What follows belongs to an exercise in optimizing a design on an open flow for small area, a short achievable clock period and few clock cycles per item; a production flow would make more cautious choices. No functional check of the RTL was part of any run shown here. Power and IR drop assume default switching activity.

### design/flow/constraint.sdc
create_clock -name core_clock -period 5.0 [get_ports {clk}]
set_input_delay 1.0000 -clock core_clock [delete_from_list [all_inputs] [get_ports {clk}]]
set_output_delay 1.0000 -clock core_clock [all_outputs]
set_load 0.01 [all_outputs]
### design/flow/config.mk
export PLATFORM = sky130hd
export DESIGN_NAME = flash_loader_top
export DESIGN_NICKNAME = flash_loader_top
export VERILOG_FILES = /design/flow/design.v
export SDC_FILE = /design/flow/constraint.sdc
export NUM_CORES = 4
export LEC_CHECK = 0
export CAP_MARGIN = 20
export CORE_MARGIN = 2
export CORE_UTILIZATION = 40
export CTS_BUF_LIST = sky130_fd_sc_hd__clkbuf_8
export CTS_CLUSTER_DIAMETER = 70
export CTS_CLUSTER_SIZE = 14
export SETUP_SLACK_MARGIN = 2.0
export SLEW_MARGIN = 20
export SYNTH_HIERARCHICAL = 1
export SYNTH_MINIMUM_KEEP_SIZE = 0
### design/flow/run.sh
#!/bin/bash
# synth_recipe.tcl (not shown) runs the flow's synth.tcl, then flattens the netlist and writes it again
# the make line also repeats each setting of config.mk as NAME=value (left out here)
make -C /OpenROAD-flow-scripts/flow DESIGN_CONFIG=/design/flow/config.mk WORK_HOME=/design/flow/orfs CLKGATE_MAP_FILE= SYNTH_SCRIPT=/design/flow/synth_recipe.tcl finish
### design/flow/design.v
package flash_loader_pkg;
    localparam int BUS_WIDTH  = 8;
    localparam int WORD_WIDTH = 32;
    typedef enum logic [BUS_WIDTH-1:0] {
        REG_DATA0 = 8'h00,
        REG_DATA1 = 8'h01,
        REG_DATA2 = 8'h02,
        REG_DATA3 = 8'h03,
        REG_CTRL  = 8'h04
    } reg_addr_e;
    localparam int CTL_FILL_BIT       = 0;
    localparam int CTL_SAVE_BEGIN_BIT = 1;
    localparam int CTL_SAVE_END_BIT   = 2;
    localparam int STAT_DONE_BIT      = 0;
    localparam int STAT_PING_BUSY_BIT = 1;
    localparam int STAT_PONG_BUSY_BIT = 2;
    typedef enum logic [1:0] {
        BUF_IDLE,
        BUF_BUSY,
        BUF_DONE
    } buf_state_e;
    typedef enum logic [2:0] {
        S_IDLE,
        S_WAIT_SEGMENT,
        S_READ_WORD,
        S_WAIT_DATA,
        S_WRITE_WORD,
        S_NEXT,
        S_DONE
    } loader_state_e;
endpackage
`timescale 1ns/1ps
`timescale 1ns/1ps
`timescale 1ns/1ps
`timescale 1ns/1ps
module loader_nor3 (
    input  logic [2:0] a_i,
    output logic       y_o
);
    assign y_o = ~|a_i;
endmodule
module loader_nor2 (
    input  logic [1:0] a_i,
    output logic       y_o
);
    assign y_o = ~|a_i;
endmodule
`timescale 1ns/1ps
import flash_loader_pkg::*;
module flash_loader_top #(
    parameter int SEGMENT_WORDS   = 16,
    parameter int FLASH_ADDR_BITS = 12
) (
    input  logic                                    clk,
    input  logic                                    reset_n,
    input  logic                                    stb_i,
    input  logic                                    we_i,
    input  logic [flash_loader_pkg::BUS_WIDTH-1:0]  adr_wr_i,
    input  logic [flash_loader_pkg::BUS_WIDTH-1:0]  adr_rd_i,
    input  logic [flash_loader_pkg::BUS_WIDTH-1:0]  dat_i,
    output logic [flash_loader_pkg::BUS_WIDTH-1:0]  dat_o,
    output logic                                    ack_o,
    input  logic                                    fill_we_i,
    input  logic [$clog2(SEGMENT_WORDS):0]          fill_addr_i,
    input  logic [flash_loader_pkg::WORD_WIDTH-1:0] fill_data_i,
    output logic                                    ping_busy_o,
    output logic                                    pong_busy_o,
    output logic                                    done_o,
    output logic                                    flash_valid_o,
    output logic [FLASH_ADDR_BITS-1:0]              flash_addr_o,
    output logic [flash_loader_pkg::WORD_WIDTH-1:0] flash_data_o,
    input  logic                                    flash_ready_i
);
    localparam int IDX_BITS = $clog2(SEGMENT_WORDS);
    localparam int PTR_BITS = IDX_BITS + 1;
    localparam int CNT_BITS = IDX_BITS + 2;
    localparam int WORDS    = 2 * SEGMENT_WORDS;
    logic                       wr;
    logic                       ctrl_wr;
    logic                       fill_start;
    logic [3:0]                 data_sel_q;
    logic [BUS_WIDTH-1:0]       wr_data_q;
    logic [BUS_WIDTH-1:0]       data_q [4];
    logic                       save_begin_q;
    logic                       save_end_q;
    logic [2*BUS_WIDTH-1:0]     staged;
    logic [FLASH_ADDR_BITS-1:0] begin_addr_q;
    logic [FLASH_ADDR_BITS-1:0] end_addr_q;
    assign ack_o      = stb_i;
    assign wr         = stb_i & we_i;
    assign ctrl_wr    = wr & (adr_wr_i == BUS_WIDTH'(REG_CTRL));
    assign fill_start = ctrl_wr & dat_i[CTL_FILL_BIT];
    always_ff @(posedge clk or negedge reset_n) begin
        if (!reset_n) begin
            data_sel_q   <= '0;
            save_begin_q <= 1'b0;
            save_end_q   <= 1'b0;
        end else begin
            for (int i = 0; i < 4; i++) begin
                data_sel_q[i] <= wr & (adr_wr_i == BUS_WIDTH'(i));
            end
            save_begin_q <= ctrl_wr & dat_i[CTL_SAVE_BEGIN_BIT];
            save_end_q   <= ctrl_wr & dat_i[CTL_SAVE_END_BIT];
        end
    end
    always_ff @(posedge clk) begin
        wr_data_q <= dat_i;
    end
    always_ff @(posedge clk or negedge reset_n) begin
        if (!reset_n) begin
            for (int i = 0; i < 4; i++) begin
                data_q[i] <= '0;
            end
        end else begin
            for (int i = 0; i < 4; i++) begin
                if (data_sel_q[i]) begin
                    data_q[i] <= wr_data_q;
                end
            end
        end
    end
    assign staged = {data_q[1], data_q[0]};
    always_ff @(posedge clk or negedge reset_n) begin
        if (!reset_n) begin
            begin_addr_q <= '0;
            end_addr_q   <= '0;
        end else begin
            if (save_begin_q) begin
                begin_addr_q <= staged[FLASH_ADDR_BITS-1:0];
            end
            if (save_end_q) begin
                end_addr_q <= staged[FLASH_ADDR_BITS-1:0];
            end
        end
    end
    logic       hi_zero_a;
    logic       hi_zero_b;
    logic [7:0] lo_mux;
    loader_nor3 hi_zero_a_inst (.a_i(adr_rd_i[7:5]), .y_o(hi_zero_a));
    loader_nor2 hi_zero_b_inst (.a_i(adr_rd_i[4:3]), .y_o(hi_zero_b));
    always_comb begin
        case (adr_rd_i[2:0])
            3'd0:    lo_mux = data_q[0];
            3'd1:    lo_mux = data_q[1];
            3'd2:    lo_mux = data_q[2];
            3'd3:    lo_mux = data_q[3];
            3'd4:    lo_mux = {5'b0, pong_busy_o, ping_busy_o, done_o};
            default: lo_mux = '0;
        endcase
    end
    assign dat_o = {BUS_WIDTH{hi_zero_a & hi_zero_b}} & lo_mux;
    logic [WORD_WIDTH-1:0] mem [WORDS];
    logic [WORD_WIDTH-1:0] rd_data;
    logic [WORDS-1:0]      rd_sel;
    logic [CNT_BITS-1:0]   wr_cnt_q;    
    logic [CNT_BITS-1:0]   rd_cnt_q;    
    always_ff @(posedge clk) begin
        if (fill_we_i) begin
            mem[fill_addr_i] <= fill_data_i;
        end
    end
    always_comb begin
        for (int i = 0; i < WORDS; i++) begin
            rd_sel[i] = (rd_cnt_q[PTR_BITS-1:0] == PTR_BITS'(i));
        end
        rd_data = '0;
        for (int i = 0; i < WORDS; i++) begin
            rd_data = rd_data | ({WORD_WIDTH{rd_sel[i]}} & mem[i]);
        end
    end
    logic       running_q;
    logic       first_q;
    logic [1:0] full_q;
    logic       half_q;         
    logic       half_last_q;    
    logic       xfer;
    logic       at_end;
    logic       more;
    logic       load;
    logic       finish;
    assign xfer   = flash_valid_o & flash_ready_i;
    assign at_end = (flash_addr_o == end_addr_q);
    assign more   = first_q | ~at_end;
    assign load   = (running_q | fill_start) & (~flash_valid_o | flash_ready_i)
                  & (wr_cnt_q != rd_cnt_q) & more;
    assign finish = running_q & ~first_q & at_end & (~flash_valid_o | flash_ready_i)
                  & (wr_cnt_q[IDX_BITS-1:0] == '0);
    always_ff @(posedge clk or negedge reset_n) begin
        if (!reset_n) begin
            running_q <= 1'b0;
            done_o    <= 1'b0;
            first_q   <= 1'b1;
            wr_cnt_q  <= '0;
            rd_cnt_q  <= '0;
            full_q    <= '0;
        end else begin
            if (finish) begin
                running_q <= 1'b0;
                done_o    <= 1'b1;
                first_q   <= 1'b1;
                wr_cnt_q  <= '0;
                rd_cnt_q  <= '0;
                full_q    <= '0;
            end else begin
                if (fill_start) begin
                    running_q <= 1'b1;
                    done_o    <= 1'b0;
                end
                if (load) begin
                    first_q  <= 1'b0;
                    rd_cnt_q <= rd_cnt_q + 1'b1;
                end
                if (fill_we_i) begin
                    wr_cnt_q <= wr_cnt_q + 1'b1;
                end
                for (int h = 0; h < 2; h++) begin
                    if (fill_we_i && fill_addr_i == {1'(h), IDX_BITS'(SEGMENT_WORDS - 1)}) begin
                        full_q[h] <= 1'b1;
                    end else if (xfer && half_last_q && half_q == 1'(h)) begin
                        full_q[h] <= 1'b0;
                    end
                end
            end
        end
    end
    assign ping_busy_o = full_q[0] & running_q;
    assign pong_busy_o = full_q[1] & running_q;
    always_ff @(posedge clk or negedge reset_n) begin
        if (!reset_n) begin
            flash_valid_o <= 1'b0;
            flash_addr_o  <= '0;
            half_q        <= 1'b0;
            half_last_q   <= 1'b0;
        end else begin
            if (load) begin
                flash_valid_o <= 1'b1;
            end else if (xfer) begin
                flash_valid_o <= 1'b0;
            end
            if (save_begin_q) begin
                flash_addr_o <= staged[FLASH_ADDR_BITS-1:0];
            end else if (finish) begin
                flash_addr_o <= begin_addr_q;
            end else if (load && !first_q) begin
                flash_addr_o <= flash_addr_o + 1'b1;
            end
            if (load) begin
                half_q      <= rd_cnt_q[IDX_BITS];
                half_last_q <= (rd_cnt_q[IDX_BITS-1:0] == IDX_BITS'(SEGMENT_WORDS - 1));
            end
        end
    end
    always_ff @(posedge clk) begin
        if (load) begin
            flash_data_o <= rd_data;
        end
    end
endmodule
==> summary.md, run 1 <==
| Metric | Value |
|---|---|
| Comb power frac | `16.4%` |
| Clock Sinks | `1,158` |
| P_sw | `5.28 mW` |
| Clk Latency, worst-skew pair | `800 ps` |
| Final Hold Fails | `0` |
| R2R setup slack | `1990 ps` |
| Post-Syn Area | `43,500 µm²` |
| Initial core utilization | `40.2%` |
| Port Buf Inserts | `123` |
| Remaining global-route overflow | `0` |
| Synth Area in XOR/XNOR | `0.603%` |
| # IOs | `124` |
| Fin nets | `2,793` |
| Inst Count DP | `3,981` |
| Slew at the pin closest to its max-slew limit | `1190 ps` |
| Total chip power | `18.9 mW` |
| Sequential element share of the synthesized area | `78.6%` |
| H-tree depth | `3` |
| Synthesized area per cell | `17.7 µm²` |
| # setup viols final | `0` |
| Starting DRC count in detailed routing | `4,668` |
| P per Cell Area | `381 nW/µm²` |
| Async SR Flop Fraction | `8.12%` |
| GRT Util Overall | `27.1%` |
| Sw Share | `27.9%` |
| RSZ-0062 raised after global routing | `yes` |
| Worst Path Required | `5650 ps` |
| WP data arrival | `3660 ps` |
| Share of layout cells above drive strength 1 | `18.9%` |
| Post-route DRC | `0` |
| Post-route cell area | `49,700 µm²` |
| CTS tree | `built` |
| Register area | `34,200 µm²` |
| Vias per std cell | `6.51` |
| Run status | `no timing/DRC/antenna violations` |
| Multiplexer area fraction after synthesis | `3.40%` |
| Multi-input gate area | `9310 µm²` |
| FF-to-FF path depth | `9` |
| Post-DRT Antenna Nets | `0` |
| FF-to-FF Start | `rd_cnt_q[3]` |
| Yosys cell types | `85` |
| First-pass DRT Iterations | `7` |
| WL/cell | `37.1 µm` |
| Layout Cells excl Fill | `4,156` |
| Clock network power share | `25.6%` |
| Synth Area in Simple Gates | `5.09%` |
| Register share of total power | `58.1%` |
| Hold_buf cts | `0` |
| Max-Cap Viols | `0` |
| Final Critical Period | `3010 ps` |
| Worst VDD drop | `229 µV` |
| Row cnt | `121` |
| Dominant cell type by area after synthesis | `edfxtp_1` |
| Critical setup path kind | `reg -> reg` |
| Die ar. | `112,000 µm²` |
| Worst-path fanout max | `11` |
| Fillers | `9,236` |
| FF+latch count, synth | `1,158` |
| Total CTS buffers | `93` |
| Startpoint Class | `flip-flop` |
| FMAX | `332 MHz` |
| Hold Crit Class | `in -> async` |
| Chip width | `334 µm` |
| Post-synthesis cell count | `2,462` |
| Number of global-route vias before repair | `26,200` |
| Type of element capturing the critical path | `flip-flop` |
| Post-synth top flop | `edfxtp_1` |
| DIE HEIGHT | `334 µm` |
| Layout area overhead | `14.1%` |
| Internal | `13.7 mW` |
| Synth Area in Adders | `0.259%` |
| Total number of vias | `27,100` |
| RD Place Congestion | `0.863` |
| Largest family of logic cells by synthesized area | `compound AO/OA/AOI/OAI gates` |
| Fin Hold WS | `263 ps` |
| Largest cells by area after synthesis | `edfxtp_1, dfrtp_1, a22oi_1` |
| Top cell type's share of synthesized area | `72.8%` |
| Reg-to-Reg End | `flash_data_o[20]` |
| Start point of the critical path | `rd_cnt_q[3]` |
| Syn. warnings | `8` |
| P_leak | `15.9 nW` |
| EDFF count, synth | `1,056` |
| Buffer type at the clock tree root | `clkbuf_8` |
| Core area | `108,000 µm²` |
| DP Area | `47,300 µm²` |
| Largest net degree at the start of global routing | `55` |
| TNS Setup | `0 ps` |
| Clock transition at path regs | `90 ps` |
| Clock tree buffer depth | `3` |
| Synth Area in Compound Gates | `10.3%` |
| Setup Skew | `48.4 ps` |
| DRT Wirelength | `154,000 µm` |
| Global-route wire length before repair | `209,000 µm` |
| Final HPWL DP | `88,100 µm` |
| Fin crit share | `60.3%` |
| Initial antenna violation count | `6` |
| Slew headroom | `20.4%` |
| Max-slew violations | `0` |
==> per-module statistics from Yosys (local to each module, per instance) <==
module            cell area (µm²)  cells inside  times used
flash_loader_top            43500          2460           1
loader_nor3                  10.0             1           1
loader_nor2                  3.75             1           1
==> flip-flops by register name, summed over array words and instances, names as in the netlist, 2 cells and up <==
| signal | flops |
|---|---|
| mem | 1024 |
| data_q | 32 |
| flash_data_o | 32 |
| begin_addr_q | 12 |
| end_addr_q | 12 |
| flash_addr_o | 12 |
| wr_data_q | 8 |
| rd_cnt_q | 6 |
| wr_cnt_q | 6 |
| data_sel_q | 4 |
| full_q | 2 |
==> worst max-delay path: stages, from the launching register on <==
cell and delay (ps):
dfrtp_4 530, buf_4 200, buf_4 220, nor2b_1 900
buf_4 370, a22oi_1 120, o22ai_1 240, a21oi_1 70
nand4_1 110, or3_1 140
==> per-stage QoR <==
step	utilization, %	setup slack [ps]
2_1_floorplan	-	1620
3_3_place_gp	43.7	987
3_5_place_dp	43.7	946
4_1_cts	45.6	1860
5_1_grt	45.8	1940
6_report	45.8	1990
==> layout make-up <==
type                    count  share of cell area (%)
repair buffers            298                    5.69
diodes                      4                  0.0201
clock buffers              95                    2.63
multi-input cells        1147                    18.7
well taps                1414                    3.56
inverters                  19                   0.151
flip-flops and latches   1158                    68.9
clock inverters            21                   0.300
==> cell families after synthesis <==
logic type / Yosys count
compound gates: 566
xor+xnor: 30
fa+ha+maj: 9
buf+inv: 159
flops: 1158
mux: 134
simple gates: 406
==> cells in the mapped netlist, types with 22 or more instances <==
cell	count
nor3_1	24
nand2_1	79
a221oi_1	70
mux2i_1	59
edfxtp_1	1056
dfrtp_1	93
a21oi_1	35
nand3_1	35
clkbuf_1	73
a222oi_1	41
o21ai_0	29
mux2_2	70
nor2_1	97
nand4_1	54
o22ai_1	22
a22o_1	75
buf_2	40
a22oi_1	190
==> worst max-delay path by stage <==
stage                            end  depth (start not counted)
finish              flash_data_o[20]                          9
global route                dat_o[1]                          5
CTS                         dat_o[2]                          5
detailed placement   flash_addr_o[2]                          7
global placement     flash_data_o[3]                          7
floorplan                 mem[15][0]                          3
==> layer usage <==
layer  GRT usage [%]  up-vias  routed length [µm]
li1                -    10600                   -
met1            35.3    13800               55200
met2            41.9     2250               69800
met3            7.61      440               20600
met4            13.3        6                8690
met5               0        -                  34
==> layout by cell type, fill, tap and decap left out, drive strengths merged, types with 10 or more instances in the layout <==
master and count:
edfxtp 1056, buf 208, a22oi 190, nor2 98, clkbuf 95, dfrtp 93
clkdlybuf4s50 84, nand2 81, a22o 75, mux2 71, a221oi 70, mux2i 59
nand4 54, a222oi 41, a21oi 35, nand3 35, inv 31, o21ai 29
nor3 27, o22ai 22, xnor2 21, a32oi 19, and2 18, nor2b 13
nand2b 11, a32o 10, or3 10, a2111oi 10
==> power by group through the flow <==
| stage | combinational [mW] | clock [mW] | sequential (mW) |
|---|---|---|---|
| after floorplan | 1.37 | 0 | 11.2 |
| after global placement | 2.70 | 0 | 11.3 |
| after detailed placement | 2.74 | 0 | 11.3 |
| after CTS | 2.94 | 4.87 | 11.0 |
| after global routing | 3.18 | 5.22 | 11.0 |
| final | 3.10 | 4.84 | 11.0 |
==> what timing repair did <==
action | in CTS | in global routing
resized for setup | 114 | 42
buffers inserted | 43 | 10
pin swaps | 14 | 19
setup endpoints to repair | 83 | 44
cloned | 0 | 2
==> run 2, diff against run 1 <==
--- a/design/flow/config.mk
+++ b/design/flow/config.mk
@@ -11,7 +11,7 @@
 export CTS_BUF_LIST = sky130_fd_sc_hd__clkbuf_8
 export CTS_CLUSTER_DIAMETER = 70
 export CTS_CLUSTER_SIZE = 14
-export SETUP_SLACK_MARGIN = 2.0
+export SETUP_SLACK_MARGIN = 1.7
 export SLEW_MARGIN = 20
 export SYNTH_HIERARCHICAL = 1
 export SYNTH_MINIMUM_KEEP_SIZE = 0
==> summary.md, run 2 <==
| Metric | Value |
|---|---|
| Commonest non-fill, non-tap cells in the layout | `edfxtp_1, a22oi_1, buf_4` |
| Post-layout util | `45.3%` |
| Slew headroom | `21.0%` |
| Yosys cell types | `85` |
| First-pass DRT Iterations | `9` |
| Clock Sinks | `1,158` |
| Clock transition at path regs | `100 ps` |
| P_leak | `15.7 nW` |
| Multi-input gate area | `9080 µm²` |
| Clock network power share | `25.6%` |
| Top reg by flops | `mem` |
| Total CTS buffers | `93` |
| Count leader, synth | `edfxtp_1` |
| Slew at the pin closest to its max-slew limit | `1180 ps` |
| Core area | `108,000 µm²` |
| Max FFs per register | `1,024` |
| Post-route DRC | `0` |
| Inst Count DP | `3,990` |
| Hold_buf cts | `0` |
| Type of element capturing the critical path | `flip-flop` |
| RD Place Congestion | `0.891` |
| H-tree depth | `3` |
| WL/cell | `37.3 µm` |
| Layout Cells excl Fill | `4,132` |
| Register share of total power | `58.6%` |
| Register area | `34,200 µm²` |
| Global-route wire length before repair | `211,000 µm` |
| CTS tree | `built` |
| DRT Wirelength | `154,000 µm` |
| Total number of vias | `27,200` |
| Hold Crit Class | `in -> async` |
| Final HPWL DP | `91,200 µm` |
| Dominant cell type by area after synthesis | `edfxtp_1` |
| Initial antenna violation count | `6` |
| Largest net degree at the start of global routing | `56` |
| Post-synth top flop | `edfxtp_1` |
| EDFF count, synth | `1,056` |
| TNS Setup | `0 ps` |
| RSZ-0062 raised after global routing | `yes` |
| Synthesized area per cell | `17.7 µm²` |
| FMAX | `297 MHz` |
| Fin Hold WS | `281 ps` |
| Worst VDD drop | `213 µV` |
| Row cnt | `121` |
| Post-synthesis cell count | `2,462` |
| Die ar. | `112,000 µm²` |
| Sequential element share of the synthesized area | `78.6%` |
| Remaining global-route overflow | `0` |
| # IOs | `124` |
| Starting DRC count in detailed routing | `4,623` |
| Syn. warnings | `8` |
| Internal | `13.6 mW` |
| Clk Latency, worst-skew pair | `800 ps` |
| P_sw | `5.23 mW` |
| Post-Syn Area | `43,500 µm²` |
| Most common cell after layout, fill and taps aside | `edfxtp_1` |
| Fin crit share | `67.3%` |
| Final Critical Period | `3370 ps` |
| Setup Skew | `73.0 ps` |
| Fillers | `9,249` |
| Buffer type at the clock tree root | `clkbuf_8` |
| DIE HEIGHT | `334 µm` |
| Worst Path Required | `5480 ps` |
| Top cell type's share of synthesized area | `72.8%` |
| P per Cell Area | `382 nW/µm²` |
| Post-DRT Antenna Nets | `0` |
| Largest cells by area after synthesis | `edfxtp_1, dfrtp_1, a22oi_1` |
| Port Buf Inserts | `123` |
| Initial core utilization | `40.2%` |
| Share of layout cells above drive strength 1 | `16.8%` |
| Layout area overhead | `12.9%` |
| Startpoint Class | `flip-flop` |
| # setup viols final | `0` |
| Most frequent cells after synthesis | `edfxtp_1, a22oi_1, nor2_1` |
| Vias per std cell | `6.57` |
| Max-Cap Viols | `0` |
| Run status | `no timing/DRC/antenna violations` |
| Largest regs | `mem: 1024 flops, data_q: 32 flops, flash_data_o: 32 flops` |
| Max-slew violations | `0` |
| Fin nets | `2,770` |
| GRT Util Overall | `27.2%` |
| R2R setup slack | `1630 ps` |
| Sw Share | `27.8%` |
| Final Hold Fails | `0` |
| Comb power frac | `15.8%` |
| Critical setup path kind | `reg -> reg` |
| Worst-path fanout max | `22` |
| FF+latch count, synth | `1,158` |
| Number of global-route vias before repair | `26,300` |
| Clock tree buffer depth | `3` |
| Chip width | `334 µm` |
| WP data arrival | `3850 ps` |
| Async SR Flop Fraction | `8.12%` |
run 2: final cells by class:
cell class	instances	area share, %
Sequential cell	1158	69.7
Multi-Input combinational cell	1145	18.5
Timing Repair Buffer	277	5.13
Tap cell	1414	3.60
Clock buffer	95	2.66
Clock inverter	21	0.300
Inverter	19	0.148
Antenna cell	3	0.0153
run 2: logic make-up after synthesis:
logic type	Yosys count	synth area share, %
AOI/OAI and AO/OA	566	10.3
xor gates and xnor gates	30	0.603
adders and majority gates	9	0.259
buffers and inverters	159	1.74
DFF	1158	78.6
muxes	134	3.40
and+or+nand+nor	406	5.10
run 2: through the flow:
step                area [µm²]  power (mW)  setup slack [ps]
floorplan                43600        12.5              1290
global placement         47400        13.9               818
CTS                      49100        18.7              1610
global route             49100        19.2              1590
detailed placement       47400        14.0               753
finish                   49100        18.8              1630
run 2: power by group through the flow:
| stage | Combinational (mW) | Sequential [mW] | Clock [mW] |
|---|---|---|---|
| floorplan | 1.37 | 11.2 | 0 |
| global placement | 2.69 | 11.3 | 0 |
| detailed placement | 2.73 | 11.3 | 0 |
| CTS | 2.83 | 11.0 | 4.82 |
| global route | 3.06 | 11.0 | 5.15 |
| finish | 2.97 | 11.0 | 4.81 |
run 2: layer usage:
metal	vias up	global-route usage, %	routed length [µm]
met5	-	0	22
li1	10600	-	-
met4	4	12.4	8250
met2	2208	42.7	70500
met3	449	6.92	20500
met1	14000	35.8	55000
run 2: final timing paths:
path / to / depth (start not counted) / from
max in group asynchronous: rd_cnt_q[2] / 2 / reset_n
worst min register to register: begin_addr_q[0] / 2 / begin_addr_q[0]
worst max register to register: flash_data_o[26] / 8 / rd_cnt_q[0]
worst max-delay path: flash_data_o[26] / 8 / rd_cnt_q[0]
min in group core_clock: begin_addr_q[0] / 2 / begin_addr_q[0]
worst min-delay path: data_q[3][5] / 1 / reset_n
run 2: modules after synthesis, one instance, submodules excluded:
module / flip-flops and latches / cells inside / times used
loader_nor2: 0 / 1 / 1
loader_nor3: 0 / 1 / 1
flash_loader_top: 1158 / 2460 / 1
run 2: worst max-delay path, cell delays in order (launching register included):
cell       delay [ps]
dfrtp_1           450
inv_1             130
ha_1              390
buf_4             310
and4b_4           440
a22oi_1           300
nand2_1            80
a2111oi_1         810
nand4_1           150
run 2: what timing repair did:
| action | in CTS | in global routing |
|---|---|---|
| cloned | 0 | 0 |
| pin swaps | 4 | 7 |
| buffers inserted | 19 | 4 |
| endpoints found under the setup margin | 40 | 59 |
| gates resized for setup | 45 | 26 |
==> run 3, diff against run 2 <==
--- a/design/flow/design.v
+++ b/design/flow/design.v
@@ -45,6 +45,17 @@
 );
     assign y_o = ~|a_i;
 endmodule
+module loader_dec5 (
+    input  logic        en_i,
+    input  logic [4:0]  a_i,
+    output logic [31:0] y_o
+);
+    always_comb begin
+        for (int i = 0; i < 32; i++) begin
+            y_o[i] = en_i & (a_i == 5'(i));
+        end
+    end
+endmodule
 `timescale 1ns/1ps
 import flash_loader_pkg::*;
 module flash_loader_top #(
@@ -154,15 +165,17 @@
     logic [WORDS-1:0]      rd_sel;
     logic [CNT_BITS-1:0]   wr_cnt_q;    
     logic [CNT_BITS-1:0]   rd_cnt_q;    
+    logic [WORDS-1:0]      wr_sel;
+    loader_dec5 wr_dec_inst (.en_i(fill_we_i), .a_i(fill_addr_i), .y_o(wr_sel));
+    loader_dec5 rd_dec_inst (.en_i(1'b1), .a_i(rd_cnt_q[PTR_BITS-1:0]), .y_o(rd_sel));
     always_ff @(posedge clk) begin
-        if (fill_we_i) begin
-            mem[fill_addr_i] <= fill_data_i;
+        for (int i = 0; i < WORDS; i++) begin
+            if (wr_sel[i]) begin
+                mem[i] <= fill_data_i;
+            end
         end
     end
     always_comb begin
-        for (int i = 0; i < WORDS; i++) begin
-            rd_sel[i] = (rd_cnt_q[PTR_BITS-1:0] == PTR_BITS'(i));
-        end
         rd_data = '0;
         for (int i = 0; i < WORDS; i++) begin
             rd_data = rd_data | ({WORD_WIDTH{rd_sel[i]}} & mem[i]);
--- a/design/flow/config.mk
+++ b/design/flow/config.mk
@@ -11,7 +11,7 @@
 export CTS_BUF_LIST = sky130_fd_sc_hd__clkbuf_8
 export CTS_CLUSTER_DIAMETER = 70
 export CTS_CLUSTER_SIZE = 14
-export SETUP_SLACK_MARGIN = 1.7
+export SETUP_SLACK_MARGIN = 2.0
 export SLEW_MARGIN = 20
 export SYNTH_HIERARCHICAL = 1
 export SYNTH_MINIMUM_KEEP_SIZE = 0
==> summary.md, run 3 <==
| Metric | Value |
|---|---|
| Most frequent cells after synthesis | `edfxtp_1, a22oi_1, clkbuf_1` |
| Max FFs per register | `1,024` |
| TNS Setup | `0 ps` |
| # IOs | `124` |
| FF-to-FF path depth | `8` |
| Buffer type at the clock tree root | `clkbuf_8` |
| FF+latch count, synth | `1,158` |
| DIE HEIGHT | `330 µm` |
| Initial antenna violation count | `5` |
| Final HPWL DP | `74,400 µm` |
| Number of global-route vias before repair | `24,900` |
| Layout area overhead | `15.0%` |
| Total CTS buffers | `96` |
| Post-DRT Antenna Nets | `0` |
| Core area | `105,000 µm²` |
| Commonest non-fill, non-tap cells in the layout | `edfxtp_1, a22oi_1, buf_4` |
| Clock transition at path regs | `90 ps` |
| Chip width | `330 µm` |
| Worst Path Required | `4000 ps` |
| Global-route wire length before repair | `190,000 µm` |
| CTS tree | `built` |
| Sequential element share of the synthesized area | `80.7%` |
| RSZ-0062 raised after global routing | `yes` |
| Row cnt | `119` |
| H-tree depth | `3` |
| Most common cell after layout, fill and taps aside | `edfxtp_1` |
| GRT Util Overall | `24.9%` |
| Post-synth top flop | `edfxtp_1` |
| Register share of total power | `63.3%` |
| Largest regs | `mem: 1024 flops, data_q: 32 flops, flash_data_o: 32 flops` |
| Starting DRC count in detailed routing | `3,652` |
| Startpoint Class | `input port` |
| Largest cells by area after synthesis | `edfxtp_1, a22oi_1, dfrtp_1` |
| Worst-path fanout max | `17` |
| Remaining global-route overflow | `0` |
| Post-Syn Area | `42,400 µm²` |
| Largest net degree at the start of global routing | `51` |
| Fin nets | `2,702` |
| Die ar. | `109,000 µm²` |
| WL/cell | `33.8 µm` |
| Syn. warnings | `10` |
| Sw Share | `23.8%` |
| Internal | `13.1 mW` |
| Count leader, synth | `edfxtp_1` |
| Max-slew violations | `0` |
| Setup Skew | `73.5 ps` |
| WP data arrival | `2110 ps` |
| Clock tree buffer depth | `3` |
| Top reg by flops | `mem` |
| Clock network power share | `28.6%` |
| Critical setup path kind | `in -> out` |
| Fillers | `8,855` |
| Fin crit share | `62.2%` |
| P per Cell Area | `353 nW/µm²` |
| Clock Sinks | `1,158` |
| First-pass DRT Iterations | `6` |
| Post-synthesis cell count | `2,348` |
| Type of element capturing the critical path | `primary output` |
| Slew headroom | `26.2%` |
| Max-Cap Viols | `0` |
| Port Buf Inserts | `123` |
| Dominant cell type by area after synthesis | `edfxtp_1` |
| Synthesized area per cell | `18.1 µm²` |
| Post-route DRC | `0` |
| Hold Crit Class | `in -> async` |
| FMAX | `322 MHz` |
| RD Place Congestion | `0.843` |
| Initial core utilization | `40.3%` |
| # setup viols final | `0` |
| Share of layout cells above drive strength 1 | `17.9%` |
| Async SR Flop Fraction | `8.12%` |
| Slew at the pin closest to its max-slew limit | `1100 ps` |
| Clk Latency, worst-skew pair | `830 ps` |
| Yosys cell types | `70` |
| Total number of vias | `25,700` |
| Worst VDD drop | `222 µV` |
| Comb power frac | `8.2%` |
| Final Critical Period | `3110 ps` |
| Final Hold Fails | `0` |
| Total chip power | `17.2 mW` |
| EDFF count, synth | `1,056` |
| Vias per std cell | `6.36` |
| P_leak | `15.7 nW` |
| DRT Wirelength | `137,000 µm` |
| P_sw | `4.10 mW` |
| Top cell type's share of synthesized area | `74.8%` |
| Run status | `no timing/DRC/antenna violations` |
## run 3: kinds of logic (layout without fill, tap and decap cells)
family | count (synthesis) | in the layout | synth area share, %
buffers and inverters | 139 | 437 | 1.28
adder cells (fa/ha/maj) | 4 | 4 | 0.118
AND/OR/NAND/NOR | 371 | 371 | 5.01
XOR/XNOR | 26 | 26 | 0.537
AO/OA/AOI/OAI | 587 | 587 | 10.7
other | 1 | 13 | 0.00885
multiplexers | 62 | 62 | 1.64
flip-flops | 1158 | 1158 | 80.7
## run 3: cell type report
cell class / instances / area (µm²) / area share, %
antenna: 5 / 12.5 / 0.0257
clock buffer: 98 / 1350 / 2.77
clock inverter: 22 / 198 / 0.406
inverter: 19 / 73.8 / 0.151
multi-input combinational: 1058 / 8310 / 17.0
sequential: 1158 / 34200 / 70.2
tap: 1391 / 1740 / 3.57
timing repair buffer: 298 / 2840 / 5.82
## run 3: worst max-delay path, cell delays in order
cell and delay, ps:
buf_6 190, mux4_2 520, and3b_1 180, clkdlybuf4s15_2 220
## run 3: metal layers
layer  up-vias  share of wire, %  GRT usage [%]
met5         -                 0              0
li1      10200                 -              -
met3       309                11           4.04
met4         0               3.9           9.39
met2      1751                48           40.5
met1     13400                38           33.7
## run 3: path summary, 6_finish.rpt
| kind | start | end | slack, ps |
|---|---|---|---|
| max | adr_rd_i[1] | dat_o[6] | 1890 |
| min | reset_n | data_q[2][7] | 250 |
| max reg2reg | rd_cnt_q[4] | flash_data_o[25] | 1960 |
| min reg2reg | begin_addr_q[4] | begin_addr_q[4] | 490 |
| max in group asynchronous | reset_n | flash_addr_o[3] | 3690 |
| min in group core_clock | begin_addr_q[4] | begin_addr_q[4] | 490 |
## run 3: power groups by stage
stage / sequential [mW] / combinational (mW) / clock (mW)
final: 10.9 / 1.41 / 4.92
after global routing: 10.9 / 1.48 / 5.30
after CTS: 10.9 / 1.27 / 4.98
after detailed placement: 11.1 / 1.23 / 0
after global placement: 11.1 / 1.21 / 0
after floorplan: 11.1 / 0.547 / 0
## run 3: stage by stage
| step | setup WS (ps) | util (%) | cells | hold slack, ps | area, µm² |
|---|---|---|---|---|---|
| 2_1_floorplan | 1640 | - | 2355 | 444 | 42500 |
| 4_1_cts | 1830 | 45.8 | 3999 | 210 | 48200 |
| 6_report | 1890 | 46.3 | 4049 | 247 | 48700 |
| 3_3_place_gp | 779 | 44.0 | 3846 | 463 | 46300 |
| 5_1_grt | 1850 | 46.3 | 4047 | 258 | 48700 |
| 3_5_place_dp | 798 | 44.0 | 3846 | 466 | 46300 |
## run 3: repair_timing
| item | CTS | global route |
|---|---|---|
| setup buffers | 33 | 43 |
| hold buffers | 0 | 0 |
| pin swaps | 13 | 15 |
| resized for setup | 87 | 25 |
| setup endpoints to repair | 77 | 116 |
## run 3: per-module statistics from Yosys, one instance, submodules excluded
module            flip-flops and latches  cells
loader_nor2                            0      1
loader_nor3                            0      1
loader_dec5                            0     47
flash_loader_top                    1158   2252
==> run 4, diff against run 3 <==
--- a/design/flow/config.mk
+++ b/design/flow/config.mk
@@ -7,11 +7,11 @@
 export LEC_CHECK = 0
 export CAP_MARGIN = 20
 export CORE_MARGIN = 2
-export CORE_UTILIZATION = 40
+export CORE_UTILIZATION = 55
 export CTS_BUF_LIST = sky130_fd_sc_hd__clkbuf_8
 export CTS_CLUSTER_DIAMETER = 70
 export CTS_CLUSTER_SIZE = 14
-export SETUP_SLACK_MARGIN = 2.0
+export SETUP_SLACK_MARGIN = 2.3
 export SLEW_MARGIN = 20
 export SYNTH_HIERARCHICAL = 1
 export SYNTH_MINIMUM_KEEP_SIZE = 0
==> summary.md, run 4 <==
| Metric | Value |
|---|---|
| Max FFs per register | `1,024` |
| Initial antenna violation count | `3` |
| Commonest non-fill, non-tap cells in the layout | `edfxtp_1, a22oi_1, buf_4` |
| # IOs | `124` |
| # setup viols final | `0` |
| Buffer type at the clock tree root | `clkbuf_8` |
| GRT Util Overall | `35.6%` |
| Fin nets | `2,790` |
| Remaining global-route overflow | `0` |
| Total CTS buffers | `92` |
| Final Hold Fails | `0` |
| Sequential element share of the synthesized area | `80.7%` |
| TNS Setup | `0 ps` |
| Max-Cap Viols | `0` |
| Worst Path Required | `4000 ps` |
| RD Place Congestion | `0.836` |
| Clock tree buffer depth | `3` |
| Largest cells by area after synthesis | `edfxtp_1, a22oi_1, dfrtp_1` |
| Type of element capturing the critical path | `primary output` |
| Dominant cell type by area after synthesis | `edfxtp_1` |
| Largest regs | `mem: 1024 flops, data_q: 32 flops, flash_data_o: 32 flops` |
| Final HPWL DP | `73,200 µm` |
| Clock Sinks | `1,158` |
| Post-Syn Area | `42,400 µm²` |
| Fin Hold WS | `248 ps` |
| Post-route cell area | `49,800 µm²` |
| Setup Skew | `24.9 ps` |
| DIE HEIGHT | `282 µm` |
| Post-synthesis cell count | `2,348` |
| EDFF count, synth | `1,056` |
| Starting DRC count in detailed routing | `4,038` |
| P_leak | `16.4 nW` |
| Die ar. | `79,300 µm²` |
| Hold_buf cts | `0` |
| Max-slew violations | `0` |
| Post-DRT Antenna Nets | `0` |
| H-tree depth | `3` |
| CTS tree | `built` |
| WL/cell | `37.2 µm` |
| Fin crit share | `58.7%` |
| Layout area overhead | `17.4%` |
| Largest net degree at the start of global routing | `50` |
| CP max-delay cell | `mux2_4` |
| WP data arrival | `1940 ps` |
| Multi-input gate area | `8700 µm²` |
| Clk Latency, worst-skew pair | `750 ps` |
| Yosys cell types | `70` |
| Max incr delay on CP | `300 ps` |
| Worst VDD drop | `239 µV` |
| Critical Path, Cell by Cell | `buf_12 -> mux2_4 -> a22oi_2 -> o22ai_1 -> and2_4 -> buf_6` |
| Async SR Flop Fraction | `8.12%` |
| Chip width | `282 µm` |
| Worst-path fanout max | `10` |
| Slew headroom | `21.9%` |
| Final Critical Period | `2940 ps` |
| Syn. warnings | `10` |
| Number of global-route vias before repair | `25,000` |
| Count leader, synth | `edfxtp_1` |
| DP Area | `45,900 µm²` |
| Critical setup path kind | `in -> out` |
| Top cell type's share of synthesized area | `74.8%` |
| Global-route wire length before repair | `193,000 µm` |
| Hold Crit Class | `in -> async` |
| RSZ-0062 raised after global routing | `yes` |
| FF+latch count, synth | `1,158` |
| Slew at the pin closest to its max-slew limit | `1170 ps` |
| Register area | `34,200 µm²` |
| Most common cell after layout, fill and taps aside | `edfxtp_1` |
| Synthesized area per cell | `18.1 µm²` |
| Run status | `no timing/DRC/antenna violations` |
| Post-route DRC | `0` |
| Row cnt | `101` |
| Top reg by flops | `mem` |
| Initial core utilization | `55.7%` |
| Post-synth top flop | `edfxtp_1` |
| First-pass DRT Iterations | `5` |
| Port Buf Inserts | `123` |
| Startpoint Class | `input port` |
| Total number of vias | `26,100` |
| P per Cell Area | `344 nW/µm²` |
| Share of layout cells above drive strength 1 | `23.0%` |
| Fillers | `5,314` |
| FF-to-FF path depth | `8` |
| Vias per std cell | `6.92` |
| DRT Wirelength | `140,000 µm` |
| Most frequent cells after synthesis | `edfxtp_1, a22oi_1, clkbuf_1` |
| FMAX | `341 MHz` |
| Clock transition at path regs | `100 ps` |
| Core area | `76,100 µm²` |
run 4: modules after synthesis, one instance, submodules excluded:
module            flops+latches  cells inside  times used  cell area [µm²]
flash_loader_top           1158          2252           1            41900
loader_nor3                   0             1           1             10.0
loader_dec5                   0            47           2              234
loader_nor2                   0             1           1             3.75
run 4: final cells by class:
cell class / count / area share, %
Antenna cell: 2 / 0.0101
Inverter: 19 / 0.151
Timing Repair Buffer: 385 / 8.17
Multi-Input combinational cell: 1063 / 17.5
Sequential cell: 1158 / 68.8
Tap cell: 1030 / 2.59
Clock inverter: 17 / 0.166
Clock buffer: 96 / 2.65
run 4: through the flow:
step / instances / setup WS, ps / utilization, % / power [mW]
2_1_floorplan: 2355 / 1800 / - / 11.6
3_3_place_gp: 3477 / 837 / 60.3 / 12.3
3_5_place_dp: 3477 / 831 / 60.3 / 12.3
4_1_cts: 3730 / 1990 / 64.7 / 17.1
5_1_grt: 3769 / 2010 / 65.4 / 17.6
6_report: 3770 / 2060 / 65.4 / 17.1
run 4: logic make-up (layout without fill, tap and decap cells):
| group | Yosys count | in the layout | share of synthesized area, % |
|---|---|---|---|
| flip-flops | 1158 | 1158 | 80.7 |
| AO/OA/AOI/OAI | 587 | 587 | 10.7 |
| AND/OR/NAND/NOR | 371 | 376 | 5.01 |
| buffers and inverters | 139 | 517 | 1.28 |
| multiplexers | 62 | 62 | 1.64 |
| XOR/XNOR | 26 | 26 | 0.537 |
| adder cells (fa/ha/maj) | 4 | 4 | 0.118 |
| other | 1 | 10 | 0.00885 |
run 4: timing repair:
action,in CTS,in global routing
buffers inserted,131,36
hold endpoints to repair,0,0
cloned,9,2
setup endpoints to repair,816,201
pin swaps,62,41
resized for setup,246,62
run 4: critical path: cells and delay by family:
family                 cells  cell delay (ps)
AND/OR/NAND/NOR            1              150
multiplexers               1              300
buffers and inverters      2              240
AO/OA/AOI/OAI              2              250
run 4: final timing paths:
path	startpoint	to	slack, ps
setup / recovery	adr_rd_i[0]	dat_o[2]	2060
hold / removal	reset_n	end_addr_q[11]	250
setup reg to reg	rd_cnt_q[1]	flash_data_o[2]	2290
hold reg to reg	begin_addr_q[4]	begin_addr_q[4]	490
max in group asynchronous	reset_n	rd_cnt_q[0]	3640
min in group core_clock	begin_addr_q[4]	begin_addr_q[4]	490
run 4: power breakdown:
| group | internal, mW | total [mW] | switching [mW] |
|---|---|---|---|
| clock | 1.74 | 4.70 | 2.96 |
| combinational | 0.601 | 1.57 | 0.965 |
| sequential | 10.8 | 10.9 | 0.121 |
run 4: per-layer routing:
metal | track usage, % | up-vias | wire length [µm]
met1 | 50.5 | 13500 | 53000
li1 | - | 10400 | -
met3 | 8.08 | 277 | 17400
met5 | 0 | - | 10
met2 | 55.2 | 1884 | 64500
met4 | 11.7 | 2 | 5270
==> run 5, diff against run 4 <==
--- a/design/flow/design.v
+++ b/design/flow/design.v
@@ -45,15 +45,41 @@
 );
     assign y_o = ~|a_i;
 endmodule
-module loader_dec5 (
-    input  logic        en_i,
-    input  logic [4:0]  a_i,
-    output logic [31:0] y_o
+module loader_nand2 (
+    input  logic [1:0] a_i,
+    output logic       y_o
+);
+    assign y_o = ~&a_i;
+endmodule
+module loader_nand4 (
+    input  logic [3:0] a_i,
+    output logic       y_o
+);
+    assign y_o = ~&a_i;
+endmodule
+module loader_and3 (
+    input  logic [2:0] a_i,
+    output logic       y_o
+);
+    assign y_o = &a_i;
+endmodule
+module loader_aoi22 (
+    input  logic [1:0] a_i,
+    input  logic [1:0] b_i,
+    output logic       y_o
+);
+    assign y_o = ~((&a_i) | (&b_i));
+endmodule
+module loader_dec3 (
+    input  logic [2:0] a_i,
+    output logic [3:0] dsel_o,
+    output logic       ssel_o
 );
     always_comb begin
-        for (int i = 0; i < 32; i++) begin
-            y_o[i] = en_i & (a_i == 5'(i));
-        end
+        for (int i = 0; i < 4; i++) begin
+            dsel_o[i] = (a_i == 3'(i));
+        end
+        ssel_o = (a_i == 3'd4);
     end
 endmodule
 `timescale 1ns/1ps
@@ -146,40 +172,50 @@
     end
     logic       hi_zero_a;
     logic       hi_zero_b;
+    logic [3:0] dsel;       
+    logic       ssel;       
     logic [7:0] lo_mux;
+    logic [7:0] status;
     loader_nor3 hi_zero_a_inst (.a_i(adr_rd_i[7:5]), .y_o(hi_zero_a));
     loader_nor2 hi_zero_b_inst (.a_i(adr_rd_i[4:3]), .y_o(hi_zero_b));
-    always_comb begin
-        case (adr_rd_i[2:0])
-            3'd0:    lo_mux = data_q[0];
-            3'd1:    lo_mux = data_q[1];
-            3'd2:    lo_mux = data_q[2];
-            3'd3:    lo_mux = data_q[3];
-            3'd4:    lo_mux = {5'b0, pong_busy_o, ping_busy_o, done_o};
-            default: lo_mux = '0;
-        endcase
-    end
-    assign dat_o = {BUS_WIDTH{hi_zero_a & hi_zero_b}} & lo_mux;
+    loader_dec3 rd_dec_inst    (.a_i(adr_rd_i[2:0]), .dsel_o(dsel), .ssel_o(ssel));
+    assign status = {5'b0, pong_busy_o, ping_busy_o, done_o};
+    for (genvar b = 0; b < BUS_WIDTH; b++) begin : g_dat
+        assign lo_mux[b] = (dsel[0] & data_q[0][b]) | (dsel[1] & data_q[1][b])
+                         | (dsel[2] & data_q[2][b]) | (dsel[3] & data_q[3][b])
+                         | (ssel & status[b]);
+        loader_and3 dat_and_inst (.a_i({hi_zero_a, hi_zero_b, lo_mux[b]}), .y_o(dat_o[b]));
+    end
     logic [WORD_WIDTH-1:0] mem [WORDS];
     logic [WORD_WIDTH-1:0] rd_data;
     logic [WORDS-1:0]      rd_sel;
     logic [CNT_BITS-1:0]   wr_cnt_q;    
     logic [CNT_BITS-1:0]   rd_cnt_q;    
-    logic [WORDS-1:0]      wr_sel;
-    loader_dec5 wr_dec_inst (.en_i(fill_we_i), .a_i(fill_addr_i), .y_o(wr_sel));
-    loader_dec5 rd_dec_inst (.en_i(1'b1), .a_i(rd_cnt_q[PTR_BITS-1:0]), .y_o(rd_sel));
     always_ff @(posedge clk) begin
+        if (fill_we_i) begin
+            mem[fill_addr_i] <= fill_data_i;
+        end
+    end
+    always_comb begin
         for (int i = 0; i < WORDS; i++) begin
-            if (wr_sel[i]) begin
-                mem[i] <= fill_data_i;
-            end
-        end
-    end
-    always_comb begin
-        rd_data = '0;
-        for (int i = 0; i < WORDS; i++) begin
-            rd_data = rd_data | ({WORD_WIDTH{rd_sel[i]}} & mem[i]);
-        end
+            rd_sel[i] = (rd_cnt_q[PTR_BITS-1:0] == PTR_BITS'(i));
+        end
+    end
+    for (genvar b = 0; b < WORD_WIDTH; b++) begin : g_rd
+        logic [WORDS/2-1:0] t1;    
+        logic [WORDS/8-1:0] t2;    
+        logic [WORDS/16-1:0] t3;   
+        for (genvar i = 0; i < WORDS/2; i++) begin : g_t1
+            loader_aoi22 aoi_inst (.a_i({rd_sel[2*i], mem[2*i][b]}), .b_i({rd_sel[2*i+1], mem[2*i+1][b]}),
+                                   .y_o(t1[i]));
+        end
+        for (genvar i = 0; i < WORDS/8; i++) begin : g_t2
+            loader_nand4 nand_inst (.a_i(t1[4*i+3:4*i]), .y_o(t2[i]));
+        end
+        for (genvar i = 0; i < WORDS/16; i++) begin : g_t3
+            loader_nor2 nor_inst (.a_i(t2[2*i+1:2*i]), .y_o(t3[i]));
+        end
+        loader_nand2 out_inst (.a_i(t3), .y_o(rd_data[b]));
     end
     logic       running_q;
     logic       first_q;
==> design/flow/config.mk (replaced) <==
export PLATFORM = sky130hd
export DESIGN_NAME = flash_loader_top
export DESIGN_NICKNAME = flash_loader_top
export VERILOG_FILES = /design/flow/design.v
export SDC_FILE = /design/flow/constraint.sdc
export NUM_CORES = 4
export LEC_CHECK = 0
export CAP_MARGIN = 20
export CORE_MARGIN = 2
export CORE_UTILIZATION = 40
export SETUP_SLACK_MARGIN = 2.8
export SLEW_MARGIN = 20
export SYNTH_HIERARCHICAL = 1
export SYNTH_MINIMUM_KEEP_SIZE = 0
==> summary.md, run 5 <==
| Metric | Value |
|---|---|
| CTS tree | `built` |
| Initial core utilization | `40.3%` |
| Total CTS buffers | `116` |
| Critical setup path kind | `in -> out` |
| Slew headroom | `46.7%` |
| Total chip power | `22.8 mW` |
| Async SR Flop Fraction | `8.12%` |
| Startpoint Class | `input port` |
| Most frequent cells after synthesis | `edfxtp_1, a22oi_2, nor2_1` |
| RSZ-0062 raised after global routing | `yes` |
| Dominant cell type by area after synthesis | `edfxtp_1` |
| Top cell type's share of synthesized area | `71.2%` |
| H-tree depth | `3` |
| Post-synth top flop | `edfxtp_1` |
| Clock transition at path regs | `60 ps` |
| Final Critical Period | `3070 ps` |
| Type of element capturing the critical path | `primary output` |
| FF-to-FF path depth | `14` |
| Starting DRC count in detailed routing | `2,521` |
| Hold Crit Class | `in -> async` |
| RD Place Congestion | `0.830` |
| Max-Cap Viols | `0` |
| Row cnt | `122` |
| Most used cell, CP | `buf_6` |
| Core area | `111,000 µm²` |
| Most common cell after layout, fill and taps aside | `edfxtp_1` |
| DP Area | `48,800 µm²` |
| Place WS | `810 ps` |
| Share of layout cells above drive strength 1 | `47.8%` |
| Final HPWL DP | `67,000 µm` |
| Clock tree buffer depth | `3` |
| Critical Path, Cell by Cell | `buf_12 -> and3b_2 -> buf_6 -> buf_6 -> a22oi_2 -> nand2_1 -> and3_4 -> buf_6` |
| Remaining global-route overflow | `0` |
| Crit path depth | `8` |
| Slew at the pin closest to its max-slew limit | `799 ps` |
| Layout area overhead | `28.4%` |
| Fin Hold WS | `405 ps` |
| Port Buf Inserts | `123` |
| Buffer type at the clock tree root | `clkbuf_16` |
| Worst VDD drop | `297 µV` |
| Total number of vias | `25,500` |
| Post-route DRC | `0` |
| # setup viols final | `0` |
| FF+latch count, synth | `1,158` |
| Syn. warnings | `9` |
| Post-DRT Antenna Nets | `0` |
| CP max-delay cell | `and3b_2` |
| Setup Skew | `27.7 ps` |
| DIE HEIGHT | `338 µm` |
| WL/cell | `27.2 µm` |
| Largest cells by area after synthesis | `edfxtp_1, a22oi_2, dfrtp_1` |
| Max incr delay on CP | `230 ps` |
| WP data arrival | `2070 ps` |
| First-pass DRT Iterations | `5` |
| Fillers | `8,777` |
| P per Cell Area | `399 nW/µm²` |
| Clock Sinks | `1,158` |
| CP top delay family | `buffers and inverters` |
| Commonest non-fill, non-tap cells in the layout | `edfxtp_1, a22oi_2, buf_4` |
| Synthesized area per cell | `19.3 µm²` |
| Buffers plus inverters on the worst setup path | `4` |
| Top reg by flops | `mem` |
| Sequential element share of the synthesized area | `76.9%` |
| Max-slew violations | `0` |
| Die ar. | `114,000 µm²` |
| Post-Syn Area | `44,500 µm²` |
| GRT Util Overall | `21.2%` |
| Chip width | `338 µm` |
| Count leader, synth | `edfxtp_1` |
| Post-synthesis cell count | `2,312` |
| Largest regs | `mem: 1024 flops, data_q: 32 flops, flash_data_o: 32 flops` |
| DRT Wirelength | `123,000 µm` |
| Clk Latency, worst-skew pair | `700 ps` |
| TNS Setup | `0 ps` |
| Vias per std cell | `5.64` |
| Global-route wire length before repair | `176,000 µm` |
| Run status | `no timing/DRC/antenna violations` |
| Fin crit share | `61.4%` |
| Number of global-route vias before repair | `25,600` |
| Yosys cell types | `59` |
| Multi-input gate area | `11,700 µm²` |
| Worst-path fanout max | `5` |
| EDFF count, synth | `1,056` |
| # IOs | `124` |
| FMAX | `326 MHz` |
| Fin nets | `2,998` |
| Fin worst setup slack | `1930 ps` |
| Final Hold Fails | `0` |
| Hold_buf cts | `0` |
| Max FFs per register | `1,024` |
| Post-route cell area | `57,200 µm²` |
| Initial antenna violation count | `2` |
| Register area | `34,200 µm²` |
| Largest net degree at the start of global routing | `64` |
| Worst Path Required | `4000 ps` |
| P_leak | `18.4 nW` |
## run 5: cell type report
type / instances / area share [%]
clock buffer: 150 / 5.36
inverter: 12 / 0.125
tap: 1488 / 3.26
antenna: 1 / 0.00438
clock inverter: 69 / 0.972
sequential: 1158 / 59.9
multi-input combinational: 1129 / 20.5
timing repair buffer: 503 / 9.83
timing repair inverter: 2 / 0.0635
## run 5: timing repair
action                      CTS  global route
pin swaps                   149           123
gates cloned                 26             5
resized for setup           615           133
setup endpoints to repair  1177           841
buffers inserted            229            56
## run 5: cell families after synthesis
kind of cell / Yosys count / share of synthesized area [%]
AOI/OAI and AO/OA: 571 / 15.4
DFF: 1158 / 76.9
buffers and inverters: 41 / 0.374
adders and majority gates: 9 / 0.253
xor gates and xnor gates: 30 / 0.590
and+or+nand+nor: 446 / 5.14
muxes: 57 / 1.43
## run 5: power breakdown
part	total [mW]	internal, mW	switching [mW]
Sequential	11.0	10.8	0.143
Combinational	3.57	1.38	2.19
Clock	8.29	4.64	3.66
## run 5: per-stage QoR
stage / utilization, % / cells
floorplan: - / 2312
global placement: 44.1 / 3974
detailed placement: 44.1 / 3976
CTS: 50.7 / 4450
global route: 51.7 / 4511
finish: 51.7 / 4512
## run 5: worst paths after layout
check                           startpoint  slack, ps               to
max in group asynchronous          reset_n       3640     data_q[3][7]
setup reg to reg           flash_addr_o[7]       2620      rd_cnt_q[0]
min in group core_clock    begin_addr_q[5]        490  begin_addr_q[5]
hold reg to reg            begin_addr_q[5]        490  begin_addr_q[5]
setup / recovery               adr_rd_i[1]       1930         dat_o[7]
hold / removal                     reset_n        410    end_addr_q[4]
## run 5: worst reg2reg max path, delay by kind of cell, from the launching register on
kind,cells,cell delay (ps)
xor+xnor,2,260
flops,1,410
buf+inv,8,970
simple gates,4,610
## run 5: routing by layer
metal  track usage (%)  vias to the layer above  wire, µm
met5                 0                        -         0
met4              5.98                        0      3410
met3              3.57                      200      7380
met2              35.1                      914     60600
met1              28.8                    13400     51500
li1                  -                    10900         -
## run 5: modules after synthesis, one instance, submodules excluded
module | flops+latches | cell area (µm²) | times used
flash_loader_top | 1158 | 36900 | 1
loader_and3 | 0 | 6.26 | 8
loader_aoi22 | 0 | 12.5 | 512
loader_dec3 | 0 | 37.5 | 1
loader_nand2 | 0 | 3.75 | 32
loader_nand4 | 0 | 6.26 | 128
loader_nor2 | 0 | 3.75 | 65
loader_nor3 | 0 | 10.0 | 1

## re-timing with driven ports
In the flow no input, the clock included, has a driving cell. The finished layouts below were timed again as built, in two steps. Step 1, drivers: a clkbuf_16 drives clk and a buf_2 each remaining input, both assumed. Step 2 adds t to the input delays and takes it off the output delays; t is the mean of the earliest and latest rising clock arrival at the registers after step 1. Input paths then give back, and output paths get back, about the clock's delay inside the block. Three values: ideal ports, drivers, drivers and shift; two values: the first two.
run | shift t [ns] | setup slack, ns | hold slack, ns | worst setup path at the end | latest minus earliest clock arrival (ns)
run 1 | 0.840 | 1.987 / 1.967 / 1.205 | 0.263 / 0.226 / 0.482 | input to register | 0.056 / 0.056
run 2 | 0.833 | 1.633 / 1.633 / 0.936 | 0.281 / 0.243 / 0.479 | input to register | 0.083 / 0.083
run 3 | 0.861 | 1.891 / 1.844 / 1.210 | 0.247 / 0.197 / 0.487 | input to register | 0.095 / 0.095
run 4 | 0.800 | 2.064 / 1.995 / 1.466 | 0.248 / 0.206 / 0.493 | input to register | 0.026 / 0.025
run 5 | 0.756 | 1.932 / 1.879 / 1.602 | 0.405 / 0.358 / 0.489 | input to register | 0.033 / 0.033
After both steps setup and hold are still met in every run listed. The setup slack of run 1, which loses most, moves by -0.020 ns with the drivers and by -0.782 ns with both steps.
